Context: an optimization exercise on an open-source flow, tuned for small area, a short achievable clock period and few clock cycles. The choices shown serve that exercise and are no tape-out recipe.
At most, simulation tests tie the RTL to the original design; equivalence was not proved.
Only the layout flow was run in runs 3 and 5; the RTL was not checked for function there.
Power is estimated from default activity; no workload was simulated.

--- config.mk ---
export PLATFORM = sky130hd
export DESIGN_NAME = dcache
export DESIGN_NICKNAME = dcache
export VERILOG_FILES = /design/flow/design.v
export SDC_FILE = /design/flow/constraint.sdc
export NUM_CORES = 4
export LEC_CHECK = 0
export CAP_MARGIN = 20
export CELL_PAD_IN_SITES_DETAIL_PLACEMENT = 0
export CELL_PAD_IN_SITES_GLOBAL_PLACEMENT = 2
export CORE_MARGIN = 2
export CORE_UTILIZATION = 55
export PLACE_DENSITY = 0.68
export SLEW_MARGIN = 20
export TNS_END_PERCENT = 0
--- constraint.sdc ---
create_clock -name core_clock -period 10.0 [get_ports {CLK}]
set_input_delay 2.0000 -clock core_clock [delete_from_list [all_inputs] [get_ports {CLK}]]
set_output_delay 2.0000 -clock core_clock [all_outputs]
set_load 0.01 [all_outputs]
--- design.v ---
package dcache_pkg;
    typedef logic [32-1:0] word_t;
    typedef struct packed {
        logic [26-1:0] tag;
        logic [3-1:0] idx;
        logic                     blkoff;
        logic [1:0]               bytoff;
    } dcache_addr_t;
    typedef struct packed {
        logic                               valid;
        logic                               dirty;
        logic [26-1:0]           tag;
        word_t [2-1:0]      data;
    } dcache_frame_t;
    typedef enum logic [4:0] {
        IDLE,
        WB_ONE,
        WB_TWO,
        FILL_ONE,
        FILL_TWO,
        FLUSH_CHECK,
        FLUSH_ONE,
        FLUSH_TWO,
        DONE
    } ctrl_state_t;
endpackage
module dcache (
    input  logic               CLK,
    input  logic               n_rst,
    input  logic               halt,
    input  logic               dmemREN,
    input  logic               dmemWEN,
    input  dcache_pkg::word_t  dmemaddr,
    input  dcache_pkg::word_t  dmemstore,
    input  logic               dwait,
    input  dcache_pkg::word_t  dload,
    output logic               dhit,
    output dcache_pkg::word_t  dmemload,
    output logic               flushed,
    output logic               dREN,
    output logic               dWEN,
    output dcache_pkg::word_t  daddr,
    output dcache_pkg::word_t  dstore
);
    localparam int TW = 26;
    logic [15:0]          valid, dirty;
    logic [15:0][TW-1:0]  tags;
    logic [15:0][31:0]    dw0, dw1;
    logic [7:0]           lru;
    logic p_idle, p_hit, p_retry, p_wait, p_fscan, p_done;
    logic b_wb0, b_wb1, b_f0, b_f1;
    logic                 dren_r, dwen_r;
    logic [31:0]          dmemload_r, dstore_r, wb1_r;
    logic [29:0]          daddr_r;
    logic                 h0_r, h1_r, acc_r;
    logic [2:0]           lk_idx;
    logic                 lk_blk, lk_wr, lk_vic;
    logic                 way_r, upd_r;
    logic [TW-1:0]        pm_tag;
    logic [2:0]           pm_idx;
    logic                 pm_way, pm_blk, pm_wr;
    logic                 pm_flush;
    assign dhit     = p_hit;
    assign dmemload = dmemload_r;
    assign flushed  = p_done;
    assign dREN     = dren_r;
    assign dWEN     = dwen_r;
    assign daddr    = {daddr_r, 2'b00};
    assign dstore   = dstore_r;
    logic [TW-1:0] in_tag;
    logic [2:0]    in_idx;
    logic          in_blk;
    logic          req;
    assign in_tag = dmemaddr[31:6];
    assign in_idx = dmemaddr[5:3];
    assign in_blk = dmemaddr[2];
    assign req    = dmemREN | dmemWEN;
    logic busy;
    assign busy = dren_r | dwen_r;
    logic [15:0] vd, f_vd;
    logic        f_any_c, f_go;
    logic [3:0]  f_blk_c;
    logic        f_any, busy_d;
    logic [3:0]  f_blk;
    assign vd   = valid & dirty;
    assign f_go = (!busy && !busy_d) || (pm_flush && b_wb1 && !dwait);
    always_comb begin
        f_vd = vd;
        if (busy && pm_flush) f_vd[{pm_idx, pm_way}] = 1'b0;
        f_any_c = |f_vd;
        f_blk_c = '0;
        for (int k = 15; k >= 0; k--)
            if (f_vd[k]) f_blk_c = 4'(k);
    end
    always_ff @(posedge CLK) begin
        f_any <= f_any_c;
        f_blk <= f_blk_c;
    end
    logic [2:0]    rd_idx;
    logic [TW-1:0] rtag0, rtag1;
    logic [31:0]   r00, r01, r10, r11;    
    assign rd_idx = p_fscan ? f_blk[3:1] : in_idx;
    assign rtag0  = tags[{rd_idx, 1'b0}];
    assign rtag1  = tags[{rd_idx, 1'b1}];
    assign r00    = dw0[{rd_idx, 1'b0}];
    assign r01    = dw1[{rd_idx, 1'b0}];
    assign r10    = dw0[{rd_idx, 1'b1}];
    assign r11    = dw1[{rd_idx, 1'b1}];
    logic [15:0] match;
    always_comb
        for (int k = 0; k < 16; k++)
            match[k] = valid[k] && (tags[k] == in_tag);
    logic h0, h1;
    assign h0 = match[{in_idx, 1'b0}];
    assign h1 = match[{in_idx, 1'b1}];
    logic [7:0] vic_vd;
    always_comb
        for (int i = 0; i < 8; i++)
            vic_vd[i] = lru[i] ? vd[2*i+1] : vd[2*i];
    logic [15:0] lmatch;
    always_comb
        for (int k = 0; k < 16; k++)
            lmatch[k] = valid[k] && (tags[k][3:0] == in_tag[3:0]);
    logic lm0, lm1;
    assign lm0 = lmatch[{in_idx, 1'b0}];
    assign lm1 = lmatch[{in_idx, 1'b1}];
    logic vic, mru, vic_dirty;
    assign vic       = lru[in_idx];
    assign mru       = (lm0 != lm1) ? lm1 : ~vic;
    assign vic_dirty = vic_vd[in_idx];
    logic conflict, bus_free, hit_ok, miss_ok;
    assign conflict = busy && (in_idx == pm_idx);
    assign bus_free = !busy || (b_f1 && !dwait);
    assign hit_ok   = dmemREN || !busy || b_wb0 || (b_wb1 && in_blk) || (b_f1 && !in_blk);
    assign miss_ok  = bus_free && !conflict;
    logic ok0, ok1;
    assign ok0 = !(conflict && !pm_way);
    assign ok1 = !(conflict &&  pm_way);
    logic lookup, a_r0, a_r1, a_w0, a_w1, a_m;
    assign lookup = p_idle && !halt && req;
    logic w0_done;
    assign w0_done = b_f1 && !in_blk;
    assign a_r0   = lookup && (ok0 || w0_done) && dmemREN;
    assign a_r1   = lookup && (ok1 || w0_done) && dmemREN;
    assign a_w0   = lookup && (ok0 || w0_done) && hit_ok && dmemWEN;
    assign a_w1   = lookup && (ok1 || w0_done) && hit_ok && dmemWEN;
    assign a_m    = lookup && miss_ok;
    logic go_hit, go_retry, go_miss;
    assign go_hit   = ((a_w0 || (a_r0 && !mru)) && h0) || ((a_w1 || (a_r1 && mru)) && h1);
    assign go_retry = (a_r0 && mru && h0) || (a_r1 && !mru && h1);
    assign go_miss  = a_m && !h0 && !h1;
    logic word_in;    
    assign word_in = p_wait && !dwait && ((b_f0 && !pm_blk) || (b_f1 && pm_blk));
    logic fill0_en, fill1_en, hitw_en;
    assign fill0_en = b_f0 && !(pm_wr && !pm_blk);
    assign fill1_en = b_f1 && !(pm_wr &&  pm_blk);
    assign hitw_en  = p_hit && lk_wr;
    logic [31:0] wval0, wval1;
    assign wval0 = (hitw_en && !lk_blk) ? dmemstore : dload;
    assign wval1 = (hitw_en &&  lk_blk) ? dmemstore : dload;
    logic [3:0] fill_blk, hit_blk;
    assign fill_blk = {pm_idx, pm_way};
    assign hit_blk  = {lk_idx, way_r};
    assign way_r = h1_r || (!h0_r && lk_vic);
    assign upd_r = h0_r || h1_r;
    always_ff @(posedge CLK) begin
        for (int k = 0; k < 16; k++) begin
            if ((fill0_en && fill_blk == 4'(k)) || (hitw_en && !lk_blk && hit_blk == 4'(k)))
                dw0[k] <= wval0;
            if ((fill1_en && fill_blk == 4'(k)) || (hitw_en &&  lk_blk && hit_blk == 4'(k)))
                dw1[k] <= wval1;
            if (b_f0 && fill_blk == 4'(k))
                tags[k] <= pm_tag;
        end
    end
    always_ff @(posedge CLK, negedge n_rst) begin
        if (!n_rst) begin
            valid <= '0;
            dirty <= '0;
            lru   <= '0;
        end else begin
            if (b_f0) begin
                valid[fill_blk] <= 1'b1;
                dirty[fill_blk] <= pm_wr;
            end
            if (acc_r)
                lru[lk_idx] <= ~way_r;
            if (p_hit && upd_r && lk_wr)
                dirty[hit_blk] <= 1'b1;
            if (pm_flush && b_wb1)
                dirty[fill_blk] <= 1'b0;
        end
    end
    always_ff @(posedge CLK, negedge n_rst) begin
        if (!n_rst) begin
            p_idle   <= 1'b1;
            p_hit    <= 1'b0;
            p_retry  <= 1'b0;
            p_wait   <= 1'b0;
            p_fscan  <= 1'b0;
            p_done   <= 1'b0;
            b_wb0    <= 1'b0;
            b_wb1    <= 1'b0;
            b_f0     <= 1'b0;
            b_f1     <= 1'b0;
            dren_r   <= 1'b0;
            dwen_r   <= 1'b0;
            pm_flush <= 1'b0;
            busy_d   <= 1'b0;
        end else begin
            busy_d  <= busy;
            p_hit   <= go_hit || (go_miss && dmemWEN) || p_retry || word_in;
            p_retry <= go_retry;
            p_wait  <= (go_miss && dmemREN) || (p_wait && !word_in);
            p_idle  <= p_hit || (p_idle && !halt && !go_hit && !go_retry && !go_miss);
            p_fscan <= (p_idle && halt) || (p_fscan && !(f_go && !f_any));
            p_done  <= p_done || (p_fscan && f_go && !f_any);
            b_wb0  <= (go_miss && vic_dirty) || (p_fscan && f_go && f_any) || (b_wb0 && dwait);
            b_wb1  <= (b_wb0 && !dwait) || (b_wb1 && dwait);
            b_f0   <= (go_miss && !vic_dirty) || (b_wb1 && !dwait && !pm_flush) || (b_f0 && dwait);
            b_f1   <= (b_f0 && !dwait) || (b_f1 && dwait);
            dwen_r <= (go_miss && vic_dirty) || (p_fscan && f_go && f_any) || b_wb0 ||
                      (b_wb1 && dwait);
            dren_r <= (go_miss && !vic_dirty) || (b_wb1 && !dwait && !pm_flush) || b_f0 ||
                      (b_f1 && dwait);
            if (p_fscan && f_go) pm_flush <= 1'b1;
        end
    end
    always_ff @(posedge CLK) begin
        acc_r <= go_hit || go_retry || go_miss;
        if (p_wait)
            dmemload_r <= dload;
        else if ((p_retry ? way_r : mru))
            dmemload_r <= in_blk ? r11 : r10;
        else
            dmemload_r <= in_blk ? r01 : r00;
        if (p_idle) begin
            h0_r       <= h0;
            h1_r       <= h1;
            lk_idx     <= in_idx;
            lk_blk     <= in_blk;
            lk_wr      <= dmemWEN;
            lk_vic     <= vic;
        end
        if ((p_idle && bus_free) || (p_fscan && f_go)) begin
            dstore_r <= (p_fscan ? f_blk[0] : vic) ? r10 : r00;
            wb1_r    <= (p_fscan ? f_blk[0] : vic) ? r11 : r01;
        end
        if (p_idle && bus_free) begin
            daddr_r <= {(vic_dirty ? (vic ? rtag1 : rtag0) : in_tag), in_idx, 1'b0};
            pm_tag  <= in_tag;
            pm_idx  <= in_idx;
            pm_way  <= vic;
            pm_blk  <= in_blk;
            pm_wr   <= dmemWEN;
        end
        if (p_fscan && f_go) begin
            daddr_r <= {(f_blk[0] ? rtag1 : rtag0), f_blk[3:1], 1'b0};
            pm_idx  <= f_blk[3:1];
            pm_way  <= f_blk[0];
        end
        if (b_wb0 && !dwait) begin
            daddr_r[0] <= 1'b1;
            dstore_r   <= wb1_r;
        end
        if (b_wb1 && !dwait && !pm_flush) daddr_r <= {pm_tag, pm_idx, 1'b0};
        if (b_f0 && !dwait) daddr_r[0] <= 1'b1;
    end
endmodule
--- flow/run.sh ---
#!/bin/bash
# The standard layout (standard.sh: the standard flow's own ORFS run, synthesis included,
# unchanged), with extra ORFS variables, one per line, from flow/make_args.txt:
# a setup slack margin that makes timing repair aim below the design's
# period, sizing free of cell footprints, the port buffer cell, and clock
# tree options. The make output goes to standard_flow.log; ORFS keeps each
# step's own log under orfs/logs.
set -euo pipefail
mapfile -t ARGS < <(grep -v '^\s*$' flow/make_args.txt)
bash standard.sh "${ARGS[@]}" finish > standard_flow.log 2>&1
--- flow/make_args.txt ---
SETUP_SLACK_MARGIN=6.6
MATCH_CELL_FOOTPRINT=0
BUFFER_PORTS_ARGS=-buffer_cell sky130_fd_sc_hd__buf_4
CTS_ARGS=-sink_clustering_enable -repair_clock_nets -dont_use_dummy_load -sink_clustering_size 18 -sink_clustering_max_diameter 50 -root_buf sky130_fd_sc_hd__clkbuf_16 -buf_list sky130_fd_sc_hd__clkbuf_8
--- standard.sh ---
#!/bin/bash
# synth_recipe.tcl (not shown) runs the flow's synth.tcl, then flattens the netlist and writes it again
# the make line also repeats each setting of config.mk as NAME=value (left out here)
make -C /OpenROAD-flow-scripts/flow DESIGN_CONFIG=/design/flow/config.mk WORK_HOME=/design/flow/orfs CLKGATE_MAP_FILE= SYNTH_SCRIPT=/design/flow/synth_recipe.tcl "${@:-finish}"
==> notes.md, run 1 <==
Routed wire per std cell 35.4 um; synthesized area per cell 17.9 um2; drt pass-1 iters 6; nets 4523; global routing's busiest layer met2; Final Hold Violating Endpoints 0; routability cong. 0.949; min cycle time layout 3.91 ns; initial drt markers roughly 4800; top-count cell post-synth edfxtp_1; Worst EP arrival 4.56 ns; post-DP HPWL 127 mm; Post-synth ARST share 3.24%; Multi-input gate area 22800 um2; clock-pin slew on the worst setup and hold paths 0.07 ns; first-pass GRT wire length 298 mm; RSZ-0062 raised after global routing true; critical path class input port to flip-flop; ys flop type edfxtp_1; final period utilization 39.1%; largest net degree at the start of global routing 74; initial antenna violation count 3; largest fanout on the critical path 18; status finished clean; Switching Share 22.1%; Max-Cap Viols 0; PortBufs 197; Total Routing Usage GR 31.5%; share of layout cells above drive strength 1 27.6%; Max VDD drop 0.150 mV; Yosys cell types 71; Max Root-Sink Buffers 3; Crit. End Element flip-flop; Mapped Area 72200 um2; die area 134000 um2; most frequent cells after synthesis edfxtp_1 (1573), mux4_2 (367), xor2_1 (338); Max Clk Rate about 260 MHz; Seq/Total Area, Yosys between 60% and 70%; DR vias about 40000; Syn Inst Count 4044; Synth top area share 65.4%; number of diodes 0; Fillers 9264; top cells by area, synth edfxtp_1 (65%), mux4_2 (11%), mux2i_1 (4.5%); GR Layer Usage met1 43.3%; worst slew pin tran 1.10 ns; # IOs 202; Leak about 27 nW; row cnt 132; M2 GR Usage 52.1%; Synth Warn # 1; GR Layer Usage met3 4.82%; Sequential Power Share 63.1%; global route total overflow 0; CTS buffer count 155; Worst Path Required 10.66 ns; clock sinks approximately 1700; core area 130000 um2; # H-tree levels 4; max-slew violations 0; #FFs+latches synth about 1700; post-synth top area cell edfxtp_1; synthesis-to-layout area growth 12.3%; Internal 9.40 mW; clk_skew 0.0739 ns; crit path launch type input port; Total Power ~12 mW; setup TNS 0 ns; Total Routed Length 218 mm; Die Span Y 366 um; CTS tree yes; Clock Latency Late Sink 0.77 ns; Finish-stage setup viols 0; Post-synth EDFFs 1573; Clock power frac 29.2%; drt via density 6.55; DR DRC count 0; combinational fraction of design power 7.7%; worst hold path type flip-flop to flip-flop; vias in the first global route roughly 40000; initial cell density of the core 55.6%; sequential cell area 49400 um2; slew margin rel. 26.5%; power per cell area 149 nW/um2; Psw 2.67 mW; Die X between 300 and 400 um; clk root buf clkbuf_16; Final ANT Viol Nets 0
[cell families after synthesis]
family	Yosys count	synth area share [%]
AO/OA/AOI/OAI	315	2.65
buffers and inverters	293	2.12
XOR/XNOR	427	5.18
adder cells (fa/ha/maj)	12	0.208
other	1	0.00519
multiplexers	768	17.8
AND/OR/NAND/NOR	562	3.71
flip-flops	1666	68.3
[sequential cells by signal, indices dropped and copies added, names as in the netlist, 16 cells and up, named ones only]
register	cells
daddr_r	30
dirty	16
dmemload_r	32
dstore_r	32
dw0	512
dw1	512
pm_tag	26
tags	416
valid	16
wb1_r	32
[power groups by stage]
| stage | sequential, mW | clock (mW) | combinational (mW) |
|---|---|---|---|
| floorplan | 7.78 | 0 | 0.524 |
| global placement | 7.77 | 0 | 0.793 |
| detailed placement | 7.77 | 0 | 0.807 |
| CTS | 7.62 | 3.59 | 0.853 |
| global route | 7.62 | 3.82 | 0.976 |
| finish | 7.62 | 3.53 | 0.928 |
[path summary, 6_finish.rpt]
| path | startpoint | to | slack, ns | cells after the start |
|---|---|---|---|---|
| min reg2reg | p_done | p_done | 0.47 | 1 |
| max in group asynchronous | n_rst | p_wait | 8.10 | 1 |
| max reg2reg | p_fscan | dstore_r[0] | 6.39 | 7 |
| max | dmemaddr[24] | p_idle | 6.09 | 10 |
| min in group asynchronous | n_rst | dirty[8] | 1.33 | 1 |
| min | p_done | p_done | 0.47 | 1 |
[per-layer routing]
metal	part of all wire, %	wire, um
met1	39	85200
met2	49	107000
met3	8.1	17600
met4	3.5	7600
met5	0.016	34
[repair_timing]
action / in CTS / in global routing
hold buffers: 0 / 0
gates cloned: 13 / 20
setup buffers: 35 / 56
pin swaps: 11 / 19
gates resized for setup: 92 / 165
setup endpoints to repair: 435 / 500
[area by class of cell]
cell class | count | area share, %
multi-input cells | 2092 | 28.1
repair buffers | 446 | 5.42
flip-flops and latches | 1666 | 60.9
well taps | 1742 | 2.69
clock buffers | 155 | 2.64
inverters | 48 | 0.227
[stage by stage]
stage               util [%]  worst slack (ns)  area, um2  instances  hold WS (ns)
floorplan                  -              6.02      72300       4045         0.441
global placement        58.5              3.96      76100       5862         0.447
detailed placement      58.5              3.95      76100       5863         0.453
CTS                     61.0              5.99      79300       6066         0.467
global route            62.4              6.11      81100       6149         0.489
finish                  62.4              6.09      81100       6149         0.466
[cells in the final DEF, fill, tap and decap left out, types with 13 or more instances in the layout]
cell / n
clkbuf_16: 22
nor2_1: 138
edfxtp_1: 1573
mux2i_1: 292
nand3_1: 18
o21ai_0: 66
buf_6: 24
mux4_1: 23
mux4_2: 374
a21oi_1: 102
nor4_1: 41
clkbuf_8: 154
nor4_2: 21
dfrtp_1: 52
nand2b_1: 15
mux2i_2: 19
xnor2_1: 83
inv_1: 47
o21ai_1: 19
nand2_1: 174
buf_12: 23
nand4_1: 43
mux2i_4: 17
o22ai_4: 23
buf_4: 352
mux2_2: 41
buf_16: 13
nor3_1: 19
xor2_1: 318
xor2_2: 20
dfxtp_1: 38
[critical path, cell delays in order]
cell and delay (ns):
buf_4 0.23, xnor2_1 0.45, nand4_1 0.27, nor4_4 0.28
a22o_1 0.22, mux4_2 0.42, o211ai_1 0.19, and2_1 0.21
o21bai_1 0.19, o21bai_1 0.08
Testbench counts, summed over its fixed seeds: cycles 16,720.
==> run 2, diff against run 1 <==
--- a/config.mk
+++ b/config.mk
@@ -6,10 +6,10 @@
 export NUM_CORES = 4
 export LEC_CHECK = 0
-export CAP_MARGIN = 20
+export CAP_MARGIN = 5
 export CELL_PAD_IN_SITES_DETAIL_PLACEMENT = 0
-export CELL_PAD_IN_SITES_GLOBAL_PLACEMENT = 2
+export CELL_PAD_IN_SITES_GLOBAL_PLACEMENT = 1
 export CORE_MARGIN = 2
 export CORE_UTILIZATION = 55
 export PLACE_DENSITY = 0.68
-export SLEW_MARGIN = 20
+export SLEW_MARGIN = 5
 export TNS_END_PERCENT = 0
==> run 2 against run 1 <==
Effect of this change:
- register-to-register slack about the same
- synthesized cell count is the same
- die area unchanged
- via count down 0.54%
- flip-flop and latch count stayed put
- first-iteration DRC count down 0.37%
- sequential power is essentially flat
- routed wire length shrank 1.3%
- cell count shrank 0.31%
- largest power group unchanged
==> notes.md, run 2 <==
Synth Area in Compound Gates 2.65%; Cells after DPL 5878; clock-pin slew on the worst setup and hold paths around 0.08 ns; Post-synth ARST share 3.24%; initial cell density of the core 55.6%; slew margin rel. 24.8%; # hold bufs at CTS 0; dpl ws 4.08 ns; Max VDD drop ~0.14 mV; Post-synth EDFFs between 1500 and 2000; crit path launch type input port; cells on worst reg2reg path 10; synthesized area per cell 17.9 um2; reg2reg setup slack 6.40 ns; initial drt markers between 4000 and 5000; drt pass-1 iters 5; Hold WS 0.464 ns; PortBufs ~200; clock sinks ~1700; worst hold path type flip-flop to flip-flop; DR DRC count 0; Internal 9.42 mW; most common cell after layout, fill and taps aside edfxtp_1; combinational fraction of design power under 10%; largest fanout on the critical path 18; Final Hold Violating Endpoints 0; Max Root-Sink Buffers 3; clk_skew 0.125 ns; Worst EP arrival 4.44 ns; # H-tree levels 4; Worst Path Required around 11 ns; Routed wire per std cell 35.1 um; drt via density 6.54; Multi-input gate area 23100 um2; Crit. End Element flip-flop; Clock Latency Late Sink between 0.7 and 0.8 ns; # IOs about 200; Synth top area share 65.4%; multiplexer share of the synthesized area between 10% and 20%; vias in the first global route ~40000; share of layout cells above drive strength 1 about 28%; Fillers roughly 9400; post-route design area 81100 um2; post-synthesis adder-cell area fraction less than 1%; row cnt approximately 130; simple-gate share of the synthesized area roughly 3.7%; power per cell area around 150 nW/um2; Psw 2.69 mW; CTS buffer count roughly 160; Max Clk Rate 261 MHz; DR vias between 40000 and 50000; nets between 4000 and 5000; worst setup path endpoint p_hit; Max-Cap Viols 0; worst slew pin tran 1.13 ns; fin cells 6130; most frequent cells after synthesis edfxtp_1 (1573), mux4_2 (367), xor2_1 (338); Worst R2R Start p_fscan; largest net degree at the start of global routing 60; die area ~130000 um2; Die X 366 um; Die Span Y 366 um; utilization after layout 62.4%; sequential cell area 49400 um2; clk root buf clkbuf_16; global route total overflow 0; ys flop type edfxtp_1; Syn Inst Count 4044; Total Power 12.1 mW; post-synth top area cell edfxtp_1; RSZ-0062 raised after global routing true; Top Registers dw0 (512), dw1 (512), tags (416); Final ANT Viol Nets 0; core area around 130000 um2; worst hold stages 1; routability cong. between 0.9 and 1; CTS tree yes; #FFs+latches synth 1666; setup TNS 0 ns; Mapped Area 72200 um2; Setup WS post-layout roughly 6.2 ns; FF-to-FF End daddr_r[19]; first-pass GRT wire length ~300 mm; Critical Path Start dmemaddr[23]; critical path class input port to flip-flop; Cell Area, Placed 76200 um2; Finish-stage setup viols 0; Yosys cell types between 70 and 80; final period utilization 38.3%; top-count cell post-synth edfxtp_1; Synth Warn # 1; min cycle time layout 3.83 ns; XOR/XNOR Fraction of Synth Area 5.18%; synthesis-to-layout area growth 12.3%; Sequential Power Share 62.8%; Clock power frac 29.4%; most frequent cells in the layout edfxtp_1 (1573), mux4_2 (375), buf_4 (342), xor2_1 (302), mux2i_1 (289); Seq/Total Area, Yosys 68.3%; Switching Share between 20% and 30%; status finished clean; Total Routing Usage GR 32.2%; largest family of logic cells by synthesized area multiplexers; post-DP HPWL 122 mm; initial antenna violation count 2; max-slew violations 0; Leak 27.0 nW; top cells by area, synth edfxtp_1 (65%), mux4_2 (11%), mux2i_1 (4.5%); Total Routed Length around 220 mm
## run 2: critical path, stage by stage
cell	delay, ns
buf_6	0.24
xor2_1	0.56
nor4_1	0.11
nand4_1	0.12
o22ai_1	0.08
mux4_2	0.63
o211ai_1	0.18
and2_1	0.18
o21ai_1	0.06
a211o_1	0.26
## run 2: worst min path at each step
stage                     startpoint   endpoint  slack, ns
after floorplan            valid[14]  valid[14]       0.44
after global placement        p_done     p_done       0.44
after detailed placement      p_done     p_done       0.45
after CTS                     p_done     p_done       0.47
after global routing          p_done     p_done       0.48
final                         p_done     p_done       0.46
## run 2: power by group through the flow
stage	combinational [mW]	sequential (mW)	clock, mW
2_1_floorplan	0.524	7.78	0
3_3_place_gp	0.806	7.77	0
3_5_place_dp	0.811	7.77	0
4_1_cts	0.932	7.61	3.62
5_1_grt	0.987	7.61	3.87
6_report	0.937	7.61	3.56
## run 2: layout make-up
type | count | share of cell area [%]
clock buffer | 157 | 2.68
antenna | 2 | 0.00617
multi-input combinational | 2091 | 28.5
tap | 1742 | 2.69
inverter | 48 | 0.227
sequential | 1666 | 60.9
timing repair buffer | 424 | 5.04
## run 2: cell families (layout without fill, tap and decap cells)
logic type,Yosys count,count (layout)
multiplexers,768,772
other,1,4
flip-flops,1666,1666
AND/OR/NAND/NOR,562,562
adder cells (fa/ha/maj),12,12
AO/OA/AOI/OAI,315,316
XOR/XNOR,427,427
buffers and inverters,293,629
## run 2: metal layers
metal | GRT usage (%) | wire length, um
met5 | 0 | 0
met3 | 4.52 | 15300
met4 | 10.3 | 7150
met1 | 45.4 | 87600
met2 | 52.6 | 105000
## run 2: repair_timing
| item | CTS | global route |
|---|---|---|
| setup buffers | 54 | 8 |
| gates cloned | 30 | 0 |
| pin swaps | 28 | 6 |
| setup endpoints to repair | 307 | 410 |
| resized for setup | 274 | 16 |
==> run 3, diff against run 2 <==
--- a/design.v
+++ b/design.v
@@ -97,14 +97,25 @@
         f_blk <= f_blk_c;
     end
-    logic [2:0]    rd_idx;
+    logic [7:0]    rsel;
     logic [TW-1:0] rtag0, rtag1;
     logic [31:0]   r00, r01, r10, r11;    
-    assign rd_idx = p_fscan ? f_blk[3:1] : in_idx;
-    assign rtag0  = tags[{rd_idx, 1'b0}];
-    assign rtag1  = tags[{rd_idx, 1'b1}];
-    assign r00    = dw0[{rd_idx, 1'b0}];
-    assign r01    = dw1[{rd_idx, 1'b0}];
-    assign r10    = dw0[{rd_idx, 1'b1}];
-    assign r11    = dw1[{rd_idx, 1'b1}];
+    always_comb begin
+        for (int i = 0; i < 8; i++)
+            rsel[i] = p_fscan ? (f_blk[3:1] == 3'(i)) : (in_idx == 3'(i));
+        rtag0 = '0;
+        rtag1 = '0;
+        r00   = '0;
+        r01   = '0;
+        r10   = '0;
+        r11   = '0;
+        for (int i = 0; i < 8; i++) begin
+            rtag0 = rtag0 | (tags[2*i]   & {TW{rsel[i]}});
+            rtag1 = rtag1 | (tags[2*i+1] & {TW{rsel[i]}});
+            r00   = r00   | (dw0[2*i]    & {32{rsel[i]}});
+            r01   = r01   | (dw1[2*i]    & {32{rsel[i]}});
+            r10   = r10   | (dw0[2*i+1]  & {32{rsel[i]}});
+            r11   = r11   | (dw1[2*i+1]  & {32{rsel[i]}});
+        end
+    end
     logic [15:0] match;
     always_comb
--- a/config.mk
+++ b/config.mk
@@ -6,5 +6,5 @@
 export NUM_CORES = 4
 export LEC_CHECK = 0
-export CAP_MARGIN = 5
+export CAP_MARGIN = 20
 export CELL_PAD_IN_SITES_DETAIL_PLACEMENT = 0
 export CELL_PAD_IN_SITES_GLOBAL_PLACEMENT = 1
@@ -12,4 +12,4 @@
 export CORE_UTILIZATION = 55
 export PLACE_DENSITY = 0.68
-export SLEW_MARGIN = 5
+export SLEW_MARGIN = 20
 export TNS_END_PERCENT = 0
==> run 3 against run 2 <==
Effect of this change:
- still clean on timing, DRC and antenna
- combinational power grew 6.1%
- non-clock buffer count shrank 53
- cell count grew 10%
- largest power group unchanged
==> notes.md, run 3 <==
vias in the first global route about 43000; clock-pin slew on the worst setup and hold paths 0.08 ns; global route total overflow 0; row cnt approximately 130; Die Span Y 362 um; Yosys cell types 77; Final Hold Violating Endpoints 0; # IOs 202; Max VDD drop 0.148 mV; post-route design area 77600 um2; post-DP HPWL 140 mm; XOR/XNOR Fraction of Synth Area between 5 and 6%; Finish-stage setup viols 0; Synth Warn # 1; Synth top area share 67.1%; CTS buffer count 153; status finished clean; ys flop type edfxtp_1; Total Power 12.2 mW; largest fanout on the critical path 18; Total Routing Usage GR 38.7%; drt pass-1 iters 6; clk root buf clkbuf_16; Post-synth EDFFs 1573; initial antenna violation count 7; first-pass GRT wire length around 350 mm; DR DRC count 0; clock sinks ~1700; post-synthesis adder-cell area fraction less than 1%; nets 5215; largest net degree at the start of global routing between 50 and 60; Max Root-Sink Buffers 3; routability cong. approximately 0.94; most frequent cells in the layout edfxtp_1 (1573), nand2_1 (579), xor2_1 (334), buf_4 (302), a21oi_1 (230); utilization after layout between 60% and 70%; Cell Area, Placed 73900 um2; clk_skew 0.0896 ns; Worst Path Required 10.62 ns; Seq/Total Area, Yosys 70.2%; Die X ~360 um; power per cell area 157 nW/um2; Clock Latency Late Sink 0.78 ns; die area 131000 um2; Max Clk Rate 228 MHz; drt via density 6.96; min cycle time layout 4.38 ns; # H-tree levels 4; slew margin rel. 21.9%; largest family of logic cells by synthesized area compound AO/OA/AOI/OAI gates; Crit. End Element flip-flop; Max-Cap Viols 0; RSZ-0062 raised after global routing true; core area 127000 um2; synthesized area per cell approximately 14 um2; simple-gate share of the synthesized area 7.21%; synthesis-to-layout area growth 10.3%; multiplexer share of the synthesized area 4.41%; top-count cell post-synth edfxtp_1; PortBufs 197; post-synth top area cell edfxtp_1; max-slew violations 0; initial drt markers 7509; Final ANT Viol Nets 0; critical path class input port to flip-flop; worst slew pin tran between 1 and 1.5 ns; worst hold path type flip-flop to flip-flop; Worst EP arrival ~5.0 ns; Total Routed Length between 200 and 300 mm; Syn Inst Count 4897; setup TNS 0 ns; Leak 26.3 nW; top cells by area, synth edfxtp_1 (67%), xor2_1 (4.2%), nand2_1 (3.1%); Routed wire per std cell roughly 38 um; final period utilization 43.8%; number of diodes 0; Synth Area in Compound Gates 10.7%; #FFs+latches synth 1666; share of layout cells above drive strength 1 15.5%; most common cell after layout, fill and taps aside edfxtp_1; initial cell density of the core 55.3%; Top Registers dw0 (512), dw1 (512), tags (416); # hold bufs at CTS 0; CTS tree yes; Post-synth ARST share under 10%; Mapped Area 70400 um2; most frequent cells after synthesis edfxtp_1 (1573), nand2_1 (584), xor2_1 (335); DR vias approximately 47000; crit path launch type input port
## run 3: changes by cell type in the layout (fill, tap and decap cells not counted), sizes merged, moves of 62 or more
cell / change
a21oi: +127
a221oi: +139
a22o: +81
a22oi: +203
and3: +87
mux2: +62
mux2i: -152
mux4: -392
nand2: +408
## run 3: cell type report
class / count / area (um2)
Inverter: 35 / 143
Sequential cell: 1666 / 49400
Timing Repair Buffer: 371 / 3520
Fill cell: 9800 / 49600
Clock buffer: 153 / 2120
Multi-Input combinational cell: 2875 / 20400
Tap cell: 1662 / 2080
## run 3: metrics by stage
stage / std cells / hold slack (ns) / worst slack, ns
3_3_place_gp: 6534 / 0.464 / 3.66
2_1_floorplan: 4898 / 0.432 / 5.42
3_5_place_dp: 6534 / 0.476 / 3.60
6_report: 6762 / 0.492 / 5.62
5_1_grt: 6762 / 0.533 / 5.71
4_1_cts: 6756 / 0.502 / 5.86
## run 3: cells by family after synthesis
family                     count (synthesis)
buffers and inverters                    364
xor gates and xnor gates                 410
and+or+nand+nor                         1110
other                                      1
AOI/OAI and AO/OA                       1047
adders and majority gates                 11
DFF                                     1666
muxes                                    288
## run 3: repair_timing
action	4_1_cts	5_1_grt
pin swaps	21	4
setup buffers	48	5
endpoints found under the setup margin	293	385
gates resized for setup	194	10
cloned	21	1
endpoints found under the hold margin	0	0
## run 3: per-layer routing
| metal | wire length (um) | GRT usage, % | vias to the layer above | share of wire, % |
|---|---|---|---|---|
| met5 | 65 | 0 | - | 0.025 |
| met4 | 7410 | 10.6 | 10 | 2.9 |
| met2 | 115000 | 58.9 | 3160 | 45 |
| met1 | 102000 | 55.4 | 24200 | 40 |
| li1 | - | - | 19200 | - |
| met3 | 32600 | 10.3 | 395 | 13 |
## run 3: path summary, 6_finish.rpt
check / cells past startpoint / to / from / slack (ns)
min reg2reg: 1 / p_done / p_done / 0.49
max in group asynchronous: 1 / p_fscan / n_rst / 8.12
min: 1 / p_done / p_done / 0.49
max reg2reg: 11 / daddr_r[17] / p_fscan / 6.00
min in group asynchronous: 1 / dirty[15] / n_rst / 1.30
max: 9 / dren_r / dmemaddr[22] / 5.62
## run 3: critical path, cell delays in order
cell and delay, ns:
buf_6 0.17, xnor2_2 0.31, nand4_1 0.41, or4_4 0.68, o22ai_1 0.18, mux4_2 0.41, or3_4 0.20, o21ai_0 0.16
or3b_4 0.45
## run 3: power breakdown
part / internal [mW] / switching [mW] / leakage, nW / total, mW
sequential: 7.61 / 0.0172 / 15.2 / 7.63
combinational: 0.340 / 0.653 / 9.94 / 0.994
clock: 1.37 / 2.19 / 1.11 / 3.56
==> run 4, diff against run 3 <==
--- a/design.v
+++ b/design.v
@@ -122,22 +122,31 @@
         for (int k = 0; k < 16; k++)
             match[k] = valid[k] && (tags[k] == in_tag);
+    logic [7:0] isel;
+    always_comb
+        for (int i = 0; i < 8; i++)
+            isel[i] = (in_idx == 3'(i));
     logic h0, h1;
-    assign h0 = match[{in_idx, 1'b0}];
-    assign h1 = match[{in_idx, 1'b1}];
+    always_comb begin
+        h0 = 1'b0;
+        h1 = 1'b0;
+        for (int i = 0; i < 8; i++) begin
+            h0 = h0 | (match[2*i]   & isel[i]);
+            h1 = h1 | (match[2*i+1] & isel[i]);
+        end
+    end
     logic [7:0] vic_vd;
     always_comb
         for (int i = 0; i < 8; i++)
             vic_vd[i] = lru[i] ? vd[2*i+1] : vd[2*i];
-    logic [15:0] lmatch;
-    always_comb
-        for (int k = 0; k < 16; k++)
-            lmatch[k] = valid[k] && (tags[k][3:0] == in_tag[3:0]);
-    logic lm0, lm1;
-    assign lm0 = lmatch[{in_idx, 1'b0}];
-    assign lm1 = lmatch[{in_idx, 1'b1}];
     logic vic, mru, vic_dirty;
-    assign vic       = lru[in_idx];
-    assign mru       = (lm0 != lm1) ? lm1 : ~vic;
-    assign vic_dirty = vic_vd[in_idx];
+    always_comb begin
+        vic       = 1'b0;
+        vic_dirty = 1'b0;
+        for (int i = 0; i < 8; i++) begin
+            vic       = vic       | (lru[i]        & isel[i]);
+            vic_dirty = vic_dirty | (vic_vd[i]     & isel[i]);
+        end
+    end
+    assign mru = ~vic;
     logic conflict, bus_free, hit_ok, miss_ok;
     assign conflict = busy && (in_idx == pm_idx);
==> run 4 against run 3 <==
Effect of this change:
- register-to-register slack gained 0.22 ns
- sequential share of layout area grew 0.81 points
- area after synthesis shrank 1.4%
- first-iteration DRC count shrank 5.5%
- critical path type unchanged
- largest cell class unchanged
==> notes.md, run 4 <==
routability cong. 0.966; Worst R2R Start f_blk[3]; CP Cell Sequence buf_4 > xnor2_1 > nand4_1 > nor3_1 > a32oi_1 > nand3_1 > o21ai_1 > a21oi_1 > or2_2; Seq/Total Area, Yosys 71.2%; row cnt 130; Finish-stage setup viols 0; Routed wire per std cell 39.7 um; Max-Cap Viols 0; Leak 23.7 nW; status finished clean; initial drt markers just over 7000; Top Registers dw0 (512), dw1 (512), tags (416); clk_skew between 0.1 and 0.15 ns; core area approximately 130000 um2; global route total overflow 0; largest fanout on the critical path 18; critical path class input port to flip-flop; top cells by area, synth edfxtp_1 (68%), a22oi_1 (8.1%), xnor2_1 (5.3%); most frequent cells after synthesis edfxtp_1 (1573), a22oi_1 (753), xnor2_1 (420); clock sinks 1666; # H-tree levels 4; Cell Area, Placed 73000 um2; synthesized area per cell 15.6 um2; drt via density 7.08; crit path buf inv count 1; CTS tree yes; die area 129000 um2; fin cells 6366; Post-synth EDFFs 1573; Total Routed Length ~250 mm; slew margin rel. 20.8%; RSZ-0062 raised after global routing true; min cycle time layout ~4 ns; Total Routing Usage GR 38.8%; Die X 359 um; synthesis-to-layout area growth 10.5%; DR DRC count 0; initial antenna violation count 19; Mapped Area slightly below 70000 um2; Worst EP arrival 4.56 ns; nets just under 5000; Slowest-stage cell, CP xnor2_1; share of layout cells above drive strength 1 15.5%; Max VDD drop 0.165 mV; final period utilization about two fifths; Final Hold Violating Endpoints 0; Yosys cell types 83; setup TNS 0 ns; # hold bufs at CTS 0; Post-synth ARST share 3.24%; clock-pin slew on the worst setup and hold paths roughly 0.07 ns; Final ANT Viol Nets 0; Cells after DPL 6134; top-count cell post-synth edfxtp_1; most frequent cells in the layout edfxtp_1 (1573), a22oi_1 (753), xnor2_1 (420), buf_4 (351), nand2_1 (190); delay of the slowest critical-path stage 0.53 ns; vias in the first global route 42700; first-pass GRT wire length 345 mm; most common cell after layout, fill and taps aside edfxtp_1; worst slew pin tran 1.19 ns; Synth Warn # 1; largest net degree at the start of global routing between 60 and 70; Syn Inst Count 4450; Crit. End Element flip-flop; post-DP HPWL 137 mm; CTS buffer count 155; max-slew violations 0; Hold WS 0.473 ns; DR vias 45100; Max Root-Sink Buffers 3; #FFs+latches synth roughly 1700; worst hold path type flip-flop to flip-flop; post-synth top area cell edfxtp_1; hold path startpoint acc_r; Clock Latency Late Sink 0.80 ns; CP delay by family, top simple AND/OR/NAND/NOR gates; PortBufs just under 200; Synth top area share between 60% and 70%; clk root buf clkbuf_16; Worst Path Required 10.65 ns; post-route design area between 70000 and 80000 um2; crit path launch type input port; power per cell area 167 nW/um2; Critical Path Start dmemaddr[26]; # IOs 202; Die Span Y 359 um; initial cell density of the core 55.3%; drt pass-1 iters 6; Max Clk Rate roughly 260 MHz; ys flop type edfxtp_1
## run 4: metrics by stage
step | power, mW | utilization [%] | worst slack (ns)
finish | 12.8 | 61.1 | 6.09
CTS | 12.8 | 61.1 | 6.28
global placement | 9.19 | 58.2 | 3.73
global route | 13.1 | 61.1 | 6.14
floorplan | 8.62 | - | 5.92
detailed placement | 9.19 | 58.2 | 3.70
## run 4: path summary, 6_finish.rpt
kind                               to  depth (start not counted)  slack, ns
max                             acc_r                          9       6.09
min                            lru[7]                          2       0.47
max reg2reg                daddr_r[5]                          8       6.22
min reg2reg                    lru[7]                          2       0.47
max in group asynchronous     p_fscan                          1       8.04
min in group asynchronous      p_done                          1       1.33
## run 4: power breakdown
group / leakage, nW / switching (mW) / total [mW] / internal (mW)
clock network: 1.12 / 2.17 / 3.56 / 1.39
registers: 15.2 / 0.182 / 7.89 / 7.71
logic: 7.34 / 0.813 / 1.33 / 0.514
## run 4: kinds of logic (layout without fill, tap and decap cells)
family / Yosys count / in the layout / share of synthesized area, %
DFF: 1666 / 1666 / 71.2
AOI/OAI and AO/OA: 1046 / 1046 / 11.0
and+or+nand+nor: 770 / 770 / 6.42
xor gates and xnor gates: 427 / 427 / 5.40
buffers and inverters: 351 / 607 / 2.58
muxes: 177 / 185 / 3.25
adders and majority gates: 12 / 12 / 0.216
other: 1 / 3 / 0.00541
## run 4: what timing repair did
item | in CTS | in global routing
pin swaps | 14 | 0
setup buffers | 49 | 0
endpoints found under the setup margin | 473 | 480
gates cloned | 27 | 0
resized for setup | 136 | 7
## run 4: tightest hold or removal path: stages, from the launching register on
cell     delay (ns)
dfxtp_1        0.32
nand2_1        0.06
o21ai_0        0.07
## run 4: metal layers
layer | wire [um] | GRT usage [%]
met1 | 94400 | 52.5
met2 | 113000 | 58.8
met3 | 28500 | 8.84
met4 | 16200 | 21.1
met5 | 172 | 0
## run 4: cell type report
| class | instances | area (um2) |
|---|---|---|
| fill | 9583 | 48700 |
| timing repair buffer | 404 | 3750 |
| clock buffer | 155 | 2140 |
| inverter | 48 | 196 |
| antenna | 1 | 2.50 |
| tap | 1650 | 2060 |
| multi-input combinational | 2442 | 19100 |
| sequential | 1666 | 49400 |
Testbench counts of run 4, summed over its fixed seeds: cycles 16,984.
==> run 5, diff against run 4 <==
--- a/design.v
+++ b/design.v
@@ -139,14 +139,22 @@
         for (int i = 0; i < 8; i++)
             vic_vd[i] = lru[i] ? vd[2*i+1] : vd[2*i];
-    logic vic, mru, vic_dirty;
-    always_comb begin
+    logic [15:0] lmatch;
+    always_comb
+        for (int k = 0; k < 16; k++)
+            lmatch[k] = valid[k] && (tags[k][3:0] == in_tag[3:0]);
+    logic lm0, lm1, vic, mru, vic_dirty;
+    always_comb begin
+        lm0       = 1'b0;
+        lm1       = 1'b0;
         vic       = 1'b0;
         vic_dirty = 1'b0;
         for (int i = 0; i < 8; i++) begin
+            lm0       = lm0       | (lmatch[2*i]   & isel[i]);
+            lm1       = lm1       | (lmatch[2*i+1] & isel[i]);
             vic       = vic       | (lru[i]        & isel[i]);
             vic_dirty = vic_dirty | (vic_vd[i]     & isel[i]);
         end
     end
-    assign mru = ~vic;
+    assign mru = (lm0 != lm1) ? lm1 : ~vic;
     logic conflict, bus_free, hit_ok, miss_ok;
     assign conflict = busy && (in_idx == pm_idx);
==> run 5 against run 4 <==
Effect of this change:
- sequential power shrank 3.2%
- flip-flop and latch count is the same
- synthesized cell count grew 6.2%
- clock power is essentially flat
- count of clock-buffer cells in the layout shrank 1
- hold slack gained 0.052 ns
- routed wire length grew 1.5%
- combinational power shrank 28%
- largest power group unchanged
- core utilization grew 0.70 points
- clock skew shrank 0.026 ns
- cell count grew 4.1%
- largest cell class unchanged
- critical path depth grew 3
==> notes.md, run 5 <==
DR DRC count 0; Synth top area share 68.3%; Worst Path Required 10.70 ns; final period utilization between 40% and 50%; clock sinks 1666; initial antenna violation count 12; DR vias roughly 47000; Sequential Power Share 62.8%; drt pass-1 iters 8; initial drt markers 7329; Syn Inst Count ~4700; crit path launch type input port; Psw ~2.8 mW; post-route design area 77400 um2; drt via density between 7 and 8; Switching Share 23.3%; most frequent cells in the layout edfxtp_1 (1573), a22oi_1 (508), nand2_1 (375), buf_4 (332), xnor2_1 (218); Clock Latency Late Sink 0.80 ns; Leak approximately 25 nW; Internal slightly above 9 mW; Post-synth ARST share 3.24%; combinational fraction of design power ~7.9%; share of layout cells above drive strength 1 15.1%; global route total overflow 0; Cell Area, Placed 72600 um2; first-pass GRT wire length 345 mm; clk_skew between 0.08 and 0.09 ns; Post-synth EDFFs 1573; Seq/Total Area, Yosys 71.3%; Final ANT Viol Nets 0; Total Power 12.2 mW; critical path class input port to flip-flop; Top Registers dw0 (512), dw1 (512), tags (416); row cnt 130; status finished clean; Max-Cap Viols 0; most frequent cells after synthesis edfxtp_1 (1573), a22oi_1 (508), nand2_1 (382); Multi-input gate area ~20000 um2; min cycle time layout 4.01 ns; Die Span Y 359 um; # IOs 202; Die X about 360 um; sequential cell area between 40000 and 50000 um2; vias in the first global route about 43000; worst hold path type flip-flop to flip-flop; ys flop type edfxtp_1; die area 129000 um2; top-count cell post-synth edfxtp_1; clk root buf clkbuf_16; Hold WS ~0.53 ns; clock-pin slew on the worst setup and hold paths 0.11 ns; most common cell after layout, fill and taps aside edfxtp_1; post-DP HPWL 140 mm; RSZ-0062 raised after global routing true; Total Routing Usage GR 39.2%; synthesis-to-layout area growth 11.9%; Finish-stage setup viols 0; Routed wire per std cell 38.7 um; largest net degree at the start of global routing 85; nets 5081; top cells by area, synth edfxtp_1 (68%), a22oi_1 (5.5%), xnor2_1 (2.8%); power per cell area 157 nW/um2; Worst EP arrival roughly 4.7 ns; Max Clk Rate 249 MHz; largest fanout on the critical path 15; # H-tree levels 4; synthesized area per cell 14.6 um2; Synth Warn # 1; post-synth top area cell edfxtp_1; routability cong. 0.938; Final Hold Violating Endpoints 0; CTS tree yes; Fillers approximately 9600; Clock power frac 29.3%; max-slew violations 0; Total Routed Length 256 mm; Max Root-Sink Buffers 3; initial cell density of the core 55.3%; core area about 130000 um2; PortBufs roughly 200; Max VDD drop 0.163 mV; Cells after DPL 6333; setup TNS 0 ns; Yosys cell types 78; #FFs+latches synth between 1500 and 2000; worst slew pin tran 1.18 ns; Crit. End Element flip-flop; slew margin rel. 21.6%; fin cells 6624; reg2reg setup slack 6.32 ns; Mapped Area between 60000 and 70000 um2; CTS buffer count between 150 and 200
[run 5: cell types whose count changed after synthesis, sizes merged, moves of 61 or more]
cell    change
a221oi    +141
clkbuf     +61
xor2      +197
xnor2     -198
and3      +101
mux2i      -72
and4      -158
a22oi     -245
a21oi     +106
nand2     +187
a22o      +106
[run 5: path summary, 6_finish.rpt]
check | depth (start not counted) | start | endpoint
setup / recovery | 12 | dmemaddr[5] | dmemload_r[23]
setup reg to reg | 9 | p_fscan | daddr_r[9]
min in group asynchronous | 1 | n_rst | valid[0]
hold reg to reg | 1 | valid[12] | valid[12]
hold / removal | 1 | valid[12] | valid[12]
max in group asynchronous | 1 | n_rst | p_fscan
[run 5: per-stage QoR]
stage | worst slack (ns) | util (%)
2_1_floorplan | 5.81 | -
3_3_place_gp | 3.68 | 58.0
3_5_place_dp | 3.67 | 58.0
4_1_cts | 6.19 | 61.5
5_1_grt | 6.01 | 61.8
6_report | 5.99 | 61.8
[run 5: cell families (layout without fill, tap and decap cells)]
logic type | count (synthesis) | count (layout) | share of synthesized area, %
AOI/OAI and AO/OA | 1205 | 1205 | 12.7
xor gates and xnor gates | 426 | 426 | 5.39
adders and majority gates | 13 | 16 | 0.235
buffers and inverters | 356 | 581 | 2.33
DFF | 1666 | 1666 | 71.3
muxes | 57 | 65 | 0.904
other | 1 | 10 | 0.00542
and+or+nand+nor | 1004 | 1005 | 7.06
[run 5: worst max-delay path, cell delays in order]
cell and delay [ns]:
buf_16 0.13, clkbuf_8 0.18, nor3_4 0.33, nand2_2 0.12, nor2_4 0.17, nor4_4 0.07, and4_4 0.22, maj3_4 0.41
o21a_4 0.27, buf_12 0.17, o21ai_1 0.39, a221o_1 0.22
[run 5: what timing repair did]
action | 4_1_cts | 5_1_grt
endpoints found under the setup margin | 273 | 283
gates cloned | 32 | 7
pin swaps | 30 | 17
hold buffers | 0 | 0
resized for setup | 221 | 18
buffers inserted | 69 | 21
[run 5: layout make-up]
class / count / area share (%)
antenna: 8 / 0.0259
clock buffer: 154 / 2.75
inverter: 18 / 0.126
multi-input combinational: 2719 / 25.3
sequential: 1666 / 63.8
tap: 1650 / 2.67
timing repair buffer: 409 / 5.36
[run 5: power groups by stage]
stage	registers [mW]	clock network [mW]	logic, mW
after floorplan	7.78	0	0.465
after CTS	7.63	3.57	0.921
after detailed placement	7.79	0	0.808
final	7.64	3.56	0.963
after global routing	7.64	3.79	0.994
after global placement	7.79	0	0.802
[run 5: layer usage]
layer / wire length, um / up-vias / global-route usage (%)
met5: 96 / - / 0
met4: 14900 / 14 / 19.3
met3: 30400 / 642 / 9.19
met2: 116000 / 3462 / 60.2
met1: 94500 / 23800 / 52.7
li1: - / 19000 / -

==> static timing again, ports no longer ideal <==
The results above use ideal ports. As a check the final layouts listed here were re-extracted and re-timed, cells and wires unchanged.
Step 1, drivers: a clkbuf_16 drives CLK and a buf_2 each remaining input, both assumed.
Step 2 adds t to the input delays and takes it off the output delays; t is the mean of the earliest and latest rising clock arrival at the registers after step 1. Input paths then give back, and output paths get back, about the clock's delay inside the block.
a / b / c = ideal / step 1 / step 2; a / b = the first two.
| run | shift t [ns] | setup slack, ns | hold WS [ns] | cell pins on the clock port's net |
|---|---|---|---|---|
| run 1 | 0.819 | 6.091 / 5.991 / 5.172 | 0.466 / 0.466 / 0.466 | 1 |
| run 2 | 0.799 | 6.171 / 6.038 / 5.239 | 0.464 / 0.464 / 0.464 | 1 |
| run 3 | 0.815 | 5.622 / 5.548 / 4.733 | 0.492 / 0.492 / 0.492 | 1 |
| run 4 | 0.822 | 6.092 / 6.103 / 5.281 | 0.473 / 0.473 / 0.473 | 1 |
| run 5 | 0.833 | 5.988 / 5.976 / 5.144 | 0.525 / 0.525 / 0.525 | 1 |
After both steps every run listed still meets setup and hold. For run 2, which loses most, drivers alone change the setup slack by -0.133 ns; drivers and shift together by -0.932 ns.
